Source: an optimization exercise on an open RTL-to-GDS flow (aim: small area, a short achievable clock period and few clock cycles per item). Production flows keep margins and buffers that such runs may drop. In this exercise RTL edits were held to simulation tests only and were not proved equivalent to the original. Power figures rest on the tool's default switching activity, not on a simulated workload.

==> flow/design.v <==
module expu_accumulator #(
    parameter int EXP_BITS  = 8,
    parameter int MANT_BITS = 7,
    parameter int N_ROWS    = 8,
    parameter int ACC_WIDTH = 32,
    parameter int ACC_FRAC  = 16,
    localparam int WIDTH    = EXP_BITS + MANT_BITS + 1
) (
    input  logic                      clk_i,
    input  logic                      rst_ni,
    input  logic                      clear_i,
    input  logic                      enable_i,
    input  logic                      valid_i,
    output logic                      ready_o,
    input  logic [N_ROWS-1:0]         strb_i,
    input  logic [N_ROWS*WIDTH-1:0]   op_i,
    input  logic                      last_i,
    output logic [ACC_WIDTH-1:0]      sum_o,
    output logic                      overflow_o,
    output logic                      valid_o,
    input  logic                      ready_i
);
    localparam int BIAS      = 2**(EXP_BITS-1) - 1;
    localparam int INT_BITS  = ACC_WIDTH - ACC_FRAC;
    localparam int SUM_WIDTH = ACC_WIDTH + $clog2(N_ROWS);
    localparam logic [ACC_WIDTH-1:0] ACC_MAX = '1;
    function automatic logic [ACC_WIDTH:0] convert_lane(input logic [WIDTH-1:0] x);
        logic [EXP_BITS-1:0]  e;
        logic [ACC_WIDTH-1:0] sig;
        int                   unb;
        int                   k;
        e   = x[WIDTH-2 -: EXP_BITS];
        sig = ACC_WIDTH'({1'b1, x[MANT_BITS-1:0]});
        unb = int'(e) - BIAS;
        k   = unb - MANT_BITS + ACC_FRAC;
        if (x[WIDTH-1] || e == '0)
            convert_lane = '0;
        else if (e == '1 || unb >= INT_BITS)
            convert_lane = {1'b1, ACC_MAX};
        else if (k >= 0)
            convert_lane = {1'b0, sig << k};
        else
            convert_lane = {1'b0, sig >> (-k)};
    endfunction
    logic                 s1_valid_q, s1_valid_d;
    logic                 s1_last_q,  s1_last_d;
    logic                 s1_sat_q,   s1_sat_d;
    logic [ACC_WIDTH-1:0] s1_sum_q,   s1_sum_d;
    logic [ACC_WIDTH-1:0] acc_q,      acc_d;
    logic                 sticky_q,   sticky_d;
    logic [ACC_WIDTH-1:0] sum_q,      sum_d;
    logic                 ovf_q,      ovf_d;
    logic                 valid_q,    valid_d;
    logic [ACC_WIDTH:0]   lane_conv;
    logic [SUM_WIDTH-1:0] lane_sum;
    logic                 lane_sat;
    logic                 beat_sat;
    logic [ACC_WIDTH-1:0] beat_sum;
    logic [ACC_WIDTH:0]   acc_ext;
    logic [ACC_WIDTH-1:0] acc_total;
    logic                 sticky_total;
    logic                 stall;
    logic                 accept;
    always_comb begin
        lane_conv = '0;
        lane_sum  = '0;
        lane_sat  = 1'b0;
        for (int i = 0; i < N_ROWS; i++) begin
            lane_conv = convert_lane(op_i[i*WIDTH +: WIDTH]);
            if (strb_i[i]) begin
                lane_sum = lane_sum + SUM_WIDTH'(lane_conv[ACC_WIDTH-1:0]);
                lane_sat = lane_sat | lane_conv[ACC_WIDTH];
            end
        end
        beat_sat = lane_sat || (lane_sum > SUM_WIDTH'(ACC_MAX));
        beat_sum = (lane_sum > SUM_WIDTH'(ACC_MAX)) ? ACC_MAX : lane_sum[ACC_WIDTH-1:0];
    end
    assign stall   = s1_valid_q & s1_last_q & valid_q & ~ready_i;
    assign ready_o = enable_i & ~stall & ~clear_i;
    assign accept  = valid_i & ready_o;
    assign acc_ext      = {1'b0, acc_q} + {1'b0, s1_sum_q};
    assign acc_total    = acc_ext[ACC_WIDTH] ? ACC_MAX : acc_ext[ACC_WIDTH-1:0];
    assign sticky_total = sticky_q | s1_sat_q | acc_ext[ACC_WIDTH];
    always_comb begin
        s1_valid_d = s1_valid_q;
        s1_last_d  = s1_last_q;
        s1_sat_d   = s1_sat_q;
        s1_sum_d   = s1_sum_q;
        acc_d      = acc_q;
        sticky_d   = sticky_q;
        sum_d      = sum_q;
        ovf_d      = ovf_q;
        valid_d    = valid_q;
        if (clear_i) begin
            s1_valid_d = 1'b0;
            s1_last_d  = 1'b0;
            s1_sat_d   = 1'b0;
            s1_sum_d   = '0;
            acc_d      = '0;
            sticky_d   = 1'b0;
            sum_d      = '0;
            ovf_d      = 1'b0;
            valid_d    = 1'b0;
        end else if (enable_i) begin
            if (valid_q && ready_i)
                valid_d = 1'b0;
            if (!stall) begin
                s1_valid_d = accept;
                if (accept) begin
                    s1_last_d = last_i;
                    s1_sat_d  = beat_sat;
                    s1_sum_d  = beat_sum;
                end
                if (s1_valid_q) begin
                    if (s1_last_q) begin
                        sum_d    = acc_total;
                        ovf_d    = sticky_total;
                        valid_d  = 1'b1;
                        acc_d    = '0;
                        sticky_d = 1'b0;
                    end else begin
                        acc_d    = acc_total;
                        sticky_d = sticky_total;
                    end
                end
            end
        end
    end
    always_ff @(posedge clk_i or negedge rst_ni) begin
        if (!rst_ni) begin
            s1_valid_q <= 1'b0;
            s1_last_q  <= 1'b0;
            s1_sat_q   <= 1'b0;
            s1_sum_q   <= '0;
            acc_q      <= '0;
            sticky_q   <= 1'b0;
            sum_q      <= '0;
            ovf_q      <= 1'b0;
            valid_q    <= 1'b0;
        end else begin
            s1_valid_q <= s1_valid_d;
            s1_last_q  <= s1_last_d;
            s1_sat_q   <= s1_sat_d;
            s1_sum_q   <= s1_sum_d;
            acc_q      <= acc_d;
            sticky_q   <= sticky_d;
            sum_q      <= sum_d;
            ovf_q      <= ovf_d;
            valid_q    <= valid_d;
        end
    end
    assign sum_o      = sum_q;
    assign overflow_o = ovf_q;
    assign valid_o    = valid_q;
endmodule
==> flow/run.sh <==
#!/bin/bash
# synth_recipe.tcl (not shown) runs the flow's synth.tcl, then flattens the netlist and writes it again
# the make line also repeats each setting of config.mk as NAME=value (left out here)
make -C /OpenROAD-flow-scripts/flow DESIGN_CONFIG=/design/flow/config.mk WORK_HOME=/design/flow/orfs CLKGATE_MAP_FILE= SYNTH_SCRIPT=/design/flow/synth_recipe.tcl finish
==> flow/config.mk <==
export PLATFORM = sky130hd
export DESIGN_NAME = expu_accumulator
export DESIGN_NICKNAME = expu_accumulator
export VERILOG_FILES = /design/flow/design.v
export SDC_FILE = /design/flow/constraint.sdc
export NUM_CORES = 4
export LEC_CHECK = 0
export CAP_MARGIN = 20
export CORE_MARGIN = 2
export CORE_UTILIZATION = 40
export SLEW_MARGIN = 20
==> flow/constraint.sdc <==
create_clock -name core_clock -period 22.0 [get_ports {clk_i}]
set_input_delay 4.4000 -clock core_clock [delete_from_list [all_inputs] [get_ports {clk_i}]]
set_output_delay 4.4000 -clock core_clock [all_outputs]
set_load 0.01 [all_outputs]
==> out/qor.yml, run 1 <==
clock_network:
  ctsHoldBuffers: 0
  insertion_delay_ns: 0.35
  path_clk_slew_ns: 0.08
  htree_levels: 3
  clk_path_buf_depth: 2
  cts_tree: "yes"
  cts_buffers: 9
  clock-sinks: 102
  cts_root_buffer: "clkbuf_16"
global_route:
  grtUsageTotal: 0.267
  grt_max_degree: 72
  grt_pass1_vias: 33200
  antenna_found_initial: 0
  grt-ovfl-total: 0
  grt_pass1_wl_um: 183000
worst_setup_path:
  cp_slowest_cell: "clkdlybuf4s50_1"
  start_kind: "primary input"
  cp-end-kind: "register"
  critPathArrivalTime_ns: 21.33
  crit_fanout: 8
  worst-setup-path-type: "primary input to register"
  regToRegSetupSlack_ns: 17.22
  required_ns: 22.27
  cpPeakStageDelay_ns: 0.52
  cp_common_cell: "ha_1"
timing:
  hold_viol: 0
  worst_pin_slew_ns: 1.15
  final.min_clock_period_ns: 21.05
  finalSetupTns_ns: 0
  max_freq_ghz: 0.0475
  fin_worst_skew_ns: 0.00905
  holdWs_ns: 0.482
  min_period_over_period: 0.957
  finalSetupViolations: 0
  drv_slew: 0
  slew_headroom: 0.227
cells_and_area:
  design_area_sq_um: 36300
  final_common_cell: "nand2_1"
  area_delta_synth_final_pct: 11.3
  layout-drive-gt1-share: 0.0735
  layout_common_cells: "nand2_1 (633), a21oi_1 (530), nor2_1 (486), ha_1 (326), o21ai_0 (316)"
  fill_cells: 8494
  diodes: 0
  fin_nets: 5436
placement:
  hpwl_um: 94300
  portBuffers: 177
  place_congestion: 0.997
  placed_area_sq_um: 35500
job:
  maxCapViolCount: 0
die:
  coreArea_sq_um: 80700
  rows: 104
  dieWidth_um: 290
  die_area_sq_um: 83900
  boundaryPins: 178
  die_h_um: 290
  initial_utilization: 0.405
route:
  drt_iter0_drc: 3875
  post-route-drc-count: 0
  dr.pass1.iters: 6
  totalWireLength_um: 118000
  ant_nets: 0
  vias: 36900
  via_per_inst: 6.13
  wl_per_cell_um: 19.5
synthesis:
  synth_edf_count: 0
  yosysUniqueCellTypes: 118
  synth_fp_nets: 5399
  dominantRegCellSynth: "dfrtp_1"
  ys_warn_count: 1
  syn-instance-count: 4912
  synth_seq_cells: 102
  syn-mean-instance-area_sq_um: 6.65
  synth_area_sq_um: 32600
  synth-seq-area-share: 0.0782
  async_flop_share: 1.00
run_status:
  outcome: "complete, no violations"
power_and_ir_drop:
  powerDensity_nw_per_um2: 69.4
  power_mw: 2.52
  peakVddDrop_uv: 40.1
  cellLeakagePower_nw: 15.2
worst_hold_path:
  hold_path_class: "register to register"
==> cell usage after synthesis, types with 105 or more instances <==
master,instances,area (sq um)
nand2_1,633,2380
xor2_1,105,920
ha_1,336,4200
o21ai_0,324,1620
a21o_1,120,901
nand3_1,153,766
a21oi_1,541,2710
inv_1,158,593
nor2_1,487,1830
nor3_1,108,541
xnor2_1,202,1770
clkbuf_1,215,807
==> critical path, delay by kind of cell <==
kind	cells	cell delay, ns
multiplexers	3	0.88
buffers and inverters	6	1.33
XOR/XNOR	5	0.59
adder cells (fa/ha/maj)	9	2.84
AND/OR/NAND/NOR	19	3.39
AO/OA/AOI/OAI	40	7.87
==> area by class of cell <==
type | count | area (sq um) | share of cell area
Clock buffer | 9 | 225 | 0.00620
Clock inverter | 7 | 66.3 | 0.00183
Inverter | 161 | 608 | 0.0167
Multi-Input combinational cell | 4391 | 28900 | 0.796
Sequential cell | 102 | 2550 | 0.0703
Tap cell | 1060 | 1330 | 0.0365
Timing Repair Buffer | 284 | 2620 | 0.0721
==> cell families after synthesis <==
family | share of synthesized area
AO/OA/AOI/OAI | 0.349
flip-flops | 0.0782
multiplexers | 0.0425
adder cells (fa/ha/maj) | 0.134
XOR/XNOR | 0.0850
AND/OR/NAND/NOR | 0.262
buffers and inverters | 0.0495
==> per-layer routing <==
metal / vias up / GRT usage / share of wire
met5: - / 0 / 0
met4: 0 / 0.0481 / 0.020
met3: 135 / 0.0156 / 0.061
met2: 1345 / 0.416 / 0.43
met1: 17200 / 0.404 / 0.48
li1: 18200 / - / -
==> repair_timing <==
item,CTS,global route
gates resized for setup,0,98
endpoints found under the setup margin,0,33
buffers inserted,0,8
==> sequential cells by signal, summed over array words and instances (netlist names) <==
signal	cells
valid_q	1
sticky_q	1
sum_q	32
ovf_q	1
s1_sum_q	32
s1_last_q	1
s1_sat_q	1
acc_q	32
s1_valid_q	1
==> report_power, final <==
group	internal [mW]	switching, mW
clock network	0.0795	0.0790
logic	0.810	1.30
registers	0.214	0.0387
total	1.10	1.42
==> final timing paths <==
check	from	end	cells past startpoint
setup / recovery	op_i[7]	s1_sum_q[23]$_DFFE_PN0P_	82
max in group asynchronous	rst_ni	s1_sum_q[20]$_DFFE_PN0P_	2
min in group asynchronous	rst_ni	sum_q[28]$_DFFE_PN0P_	1
hold / removal	sum_q[23]$_DFFE_PN0P_	sum_q[23]$_DFFE_PN0P_	2
hold reg to reg	sum_q[23]$_DFFE_PN0P_	sum_q[23]$_DFFE_PN0P_	2
setup reg to reg	s1_sum_q[0]$_DFFE_PN0P_	acc_q[19]$_DFFE_PN0P_	17
==> stage by stage <==
stage	worst slack [ns]	std cells	util
3_3_place_gp	0.277	5987	0.440
3_5_place_dp	0.0538	5987	0.440
6_report	0.946	6014	0.450
2_1_floorplan	2.00	4912	-
5_1_grt	-0.106	6014	0.450
4_1_cts	0.350	6003	0.443
Testbench counts, summed over its fixed seeds: cycles 4,816, items 4,800.
==> run 2, diff against run 1 <==
==> flow/design.v (replaced) <==
module expu_accumulator #(
    parameter int EXP_BITS  = 8,
    parameter int MANT_BITS = 7,
    parameter int N_ROWS    = 8,
    parameter int ACC_WIDTH = 32,
    parameter int ACC_FRAC  = 16,
    localparam int WIDTH    = EXP_BITS + MANT_BITS + 1
) (
    input  logic                      clk_i,
    input  logic                      rst_ni,
    input  logic                      clear_i,
    input  logic                      enable_i,
    input  logic                      valid_i,
    output logic                      ready_o,
    input  logic [N_ROWS-1:0]         strb_i,
    input  logic [N_ROWS*WIDTH-1:0]   op_i,
    input  logic                      last_i,
    output logic [ACC_WIDTH-1:0]      sum_o,
    output logic                      overflow_o,
    output logic                      valid_o,
    input  logic                      ready_i
);
    localparam int SUM_WIDTH = ACC_WIDTH + 4;
    logic                 valid_q, part_q, ovf_q;
    logic [ACC_WIDTH-1:0] acc_q;
    logic handover, accept, keep;
    logic [N_ROWS-1:0] lane_sat;
    logic [ACC_WIDTH-1:0] lane_val [N_ROWS];
    logic [SUM_WIDTH-1:0] total;
    assign handover = valid_q & ready_i & enable_i & ~clear_i;
    assign ready_o  = enable_i & ~clear_i & (~valid_q | ready_i);
    assign accept   = valid_i & ready_o;
    assign keep     = part_q | (valid_q & ~handover);
    for (genvar i = 0; i < N_ROWS; i++) begin : g_lane
        logic [WIDTH-1:0] x;
        logic [7:0]       e;
        logic             on, inr;
        logic [4:0]       sh;
        logic [38:0]      wide;
        assign x   = op_i[i*WIDTH +: WIDTH];
        assign e   = x[14:7];
        assign on  = accept & strb_i[i] & ~x[15];
        assign inr = (e >= 8'd111) & (e <= 8'd142);
        assign lane_sat[i] = on & (e >= 8'd143);
        assign sh  = e[4:0] + 5'd17;
        assign wide = {31'd0, {on & inr}, x[6:0] & {7{on & inr}}} << sh;
        assign lane_val[i] = wide[38:7];
    end
    always_comb begin
        total = keep ? SUM_WIDTH'(acc_q) : '0;
        for (int i = 0; i < N_ROWS; i++) total = total + SUM_WIDTH'(lane_val[i]);
    end
    always_ff @(posedge clk_i or negedge rst_ni) begin
        if (!rst_ni) begin
            valid_q <= 1'b0;
            part_q  <= 1'b0;
            ovf_q   <= 1'b0;
        end else if (clear_i) begin
            valid_q <= 1'b0;
            part_q  <= 1'b0;
        end else begin
            if (accept) begin
                valid_q <= last_i;
                part_q  <= ~last_i;
            end else if (handover) begin
                valid_q <= 1'b0;
            end
            ovf_q <= (keep & ovf_q) | (|lane_sat) | (|total[SUM_WIDTH-1:ACC_WIDTH]);
        end
    end
    always_ff @(posedge clk_i) begin
        acc_q <= total[ACC_WIDTH-1:0];
    end
    assign sum_o      = acc_q | {ACC_WIDTH{ovf_q}};
    assign overflow_o = ovf_q;
    assign valid_o    = valid_q;
endmodule
==> out/qor.yml, run 2 <==
cells_and_area:
  area_delta_synth_final_pct: 15.7
  largest_reg_flops: 32
  layout_common_cells: "inv_1 (255), nand2_1 (241), fa_1 (222), nor2_1 (199), clkdlybuf4s50_1 (177)"
  largest-register: "acc_q"
  fin_nets: 2428  # -55%
  layout-drive-gt1-share: 0.0537  # -0.0198
  final_common_cell: "inv_1"
  diodes: 0  # unchanged
synthesis:
  synth_area_leader_cell: "fa_1"
  ys_warn_count: 2  # +1
  async_flop_share: 0.0857  # -0.914
  synth_top_area_frac: 0.309  # +0.180
  dominantRegCellSynth: "dfxtp_1"
  yosysUniqueCellTypes: 82  # -31%
  yosys-top-cells-count: "inv_1 (255), nand2_1 (241), fa_1 (222)"
  synthTopCellsByArea: "fa_1 (31%), inv_1 (6.7%), nand2_1 (6.3%)"
  synth_area_sq_um: 14400  # -56%
  synth-seq-area-share: 0.0497  # -0.0285
  post-synth-top-count-cell: "inv_1"
  synth_seq_cells: 35  # -66%
  syn-mean-instance-area_sq_um: 7.56  # +14%
  syn-instance-count: 1904  # -61%
  synth_edf_count: 0  # unchanged
  synth_fp_nets: 2322  # -57%
timing:
  finalSetupViolations: 0  # unchanged
  fin_worst_skew_ns: 0.00798  # -0.00107 ns
  rsz0062_at_grt: "false"
  max_freq_ghz: 0.0814  # +71%
  min_period_over_period: 0.558  # -0.399
  drv_slew: 0  # unchanged
  final.min_clock_period_ns: 12.28  # -8.78 ns
  finalSetupTns_ns: 0  # unchanged
  worst_pin_slew_ns: 1.15  # -0.00775 ns
  hold_viol: 0  # unchanged
  holdWs_ns: 0.567  # +0.0842 ns
  slew_headroom: 0.233  # +0.00617
global_route:
  antenna_found_initial: 1  # +1
  grt_pass1_vias: 14000  # -58%
  met2_usage: 0.492  # +0.0759
  gr-usage-met1: 0.375  # -0.0291
  grt_max_degree: 36  # -50%
  grtUsageTotal: 0.285  # +0.0184
  use_met3: 0.0364  # +0.0207
  grt-ovfl-total: 0  # unchanged
  grt_pass1_wl_um: 82600  # -55%
  busiest_layer: "met2"
worst_setup_path:
  worst-setup-path-type: "primary input to register"
  cp-end-kind: "register"
  required_ns: 22.16  # -0.11 ns
  path_delay_family: "adder cells"
  crit_fanout: 18  # +10
  start_kind: "primary input"
  worst-path-buf-inv: 3  # -3
  critPathArrivalTime_ns: 12.44  # -8.89 ns
  cp.depth: 25  # -70%
  cp_slowest_cell: "clkdlybuf4s50_1"
  reg2reg_depth: 24  # +7
  cpPeakStageDelay_ns: 0.84  # +0.32 ns
  cp_common_cell: "fa_1"
  regToRegSetupSlack_ns: 13.94  # -3.28 ns
die:
  initial_utilization: 0.406  # +0.000913
  boundaryPins: 178  # unchanged
  dieWidth_um: 194  # -33%
  coreArea_sq_um: 35500  # -56%
  die_area_sq_um: 37500  # -55%
  die_h_um: 194  # -33%
  rows: 69  # -34%
power_and_ir_drop:
  peakVddDrop_uv: 37.7  # -6.0%
  power_mw: 0.452  # -82%
  powerDensity_nw_per_um2: 27.2  # -61%
  cellLeakagePower_nw: 7.45  # -51%
clock_network:
  cts.repair.resized: 0  # unchanged
  clock-sinks: 35  # -66%
  post-cts-setup-buffers: 0  # unchanged
  clk_path_buf_depth: 2  # unchanged
  htree_levels: 2  # -1
  insertion_delay_ns: 0.28  # -0.07 ns
  cts_buffers: 5  # -4
  ctsHoldBuffers: 0  # unchanged
  cts_root_buffer: "clkbuf_16"
  cts_tree: "yes"
  path_clk_slew_ns: 0.06  # -0.02 ns
route:
  dr.pass1.iters: 5  # -1
  ant_nets: 0  # unchanged
  post-route-drc-count: 0  # unchanged
  drt_iter0_drc: 1046  # -73%
  wl_per_cell_um: 21.4  # +9.3%
  totalWireLength_um: 52800  # -55%
  vias: 13800  # -63%
  via_per_inst: 5.59  # -8.9%
job:
  maxCapViolCount: 0  # unchanged
placement:
  place_congestion: 0.976  # -2.1%
  hpwl_um: 46600  # -51%
  portBuffers: 177  # unchanged
worst_hold_path:
  min_path_cells: 2  # unchanged
  hold_path_class: "register to register"
run_status:
  outcome: "complete, no violations"
[run 2: routing by layer]
layer / vias to the layer above / wire, um / share of wire
li1: 6544 / - / -
met1: 6741 / 22400 / 0.42
met2: 460 / 25400 / 0.48
met3: 65 / 3190 / 0.060
met4: 2 / 1800 / 0.034
met5: - / 12 / 0.00023
[run 2: layout make-up]
| class | instances | area [sq um] |
|---|---|---|
| inverter | 256 | 961 |
| tap | 461 | 577 |
| fill | 3677 | 18800 |
| clock inverter | 3 | 43.8 |
| clock buffer | 5 | 125 |
| timing repair buffer | 187 | 1850 |
| sequential | 35 | 716 |
| multi-input combinational | 1525 | 12400 |
[run 2: path summary, 6_finish.rpt]
| check | start | end |
|---|---|---|
| worst max register to register | valid_q$_DFFE_PN0P_ | ovf_q$_DFFE_PN0N_ |
| worst min register to register | part_q$_DFFE_PN0P_ | part_q$_DFFE_PN0P_ |
| worst max-delay path | op_i[87] | ovf_q$_DFFE_PN0N_ |
| worst min-delay path | part_q$_DFFE_PN0P_ | part_q$_DFFE_PN0P_ |
| max in group asynchronous | rst_ni | ovf_q$_DFFE_PN0N_ |
| min in group asynchronous | rst_ni | valid_q$_DFFE_PN0P_ |
[run 2: cell families after synthesis]
family	after synthesis	synth area share
buffers and inverters	344	0.0909
adders and majority gates	275	0.355
and+or+nand+nor	760	0.248
DFF	35	0.0497
muxes	59	0.0450
xor gates and xnor gates	76	0.0463
AOI/OAI and AO/OA	355	0.165
[run 2: per-stage QoR]
step	utilization	worst slack, ns	instances	cell area, sq um
detailed placement	0.464	9.56	2463	16500
global route	0.469	9.22	2472	16600
CTS	0.469	9.83	2471	16600
floorplan	-	10.97	1904	14400
global placement	0.464	9.61	2463	16500
finish	0.469	9.72	2472	16600
[run 2: where the power goes]
group          internal [mW]  switching (mW)  total (mW)
Combinational          0.125           0.166       0.291
Clock                 0.0534          0.0278      0.0812
Sequential            0.0748         0.00524      0.0800
[run 2: tightest hold or removal path, cell delays in order (launching register included)]
cell,delay [ns]
dfrtp_1,0.40
nand2_1,0.07
mux2i_1,0.05
Testbench counts of run 2, summed over its fixed seeds: cycles 4,808, items 4,800.

==> what the ideal ports hide <==
No port has a modelled driver above. Below, the same layouts with a new extraction and two added sets of constraints. Step 1 (the two cells are an assumption about what drives the block):
set clk [get_ports {clk_i}]
set_driving_cell -lib_cell sky130_fd_sc_hd__clkbuf_16 $clk
set_driving_cell -lib_cell sky130_fd_sc_hd__buf_2 [delete_from_list [all_inputs] $clk]
Step 2 times the ports against the registers' clock, not the clock port: input delays grow and output delays shrink by t, the midpoint of the rising clock arrivals with the driver on. Slacks: no drivers / after step 1 / after step 2; pairs: no drivers / after step 1.
run | t, ns | slack for setup (ns) | worst register clock-pin slew, ns
run 1 | 0.388 | 0.946 / 0.962 / 0.575 | 0.08 / 0.08
run 2 | 0.316 | 9.722 / 9.735 / 9.419 | 0.06 / 0.06
After both steps setup and hold are still met in every run listed. The setup slack of run 1, which loses most, moves by +0.016 ns with the drivers and by -0.371 ns with both steps.
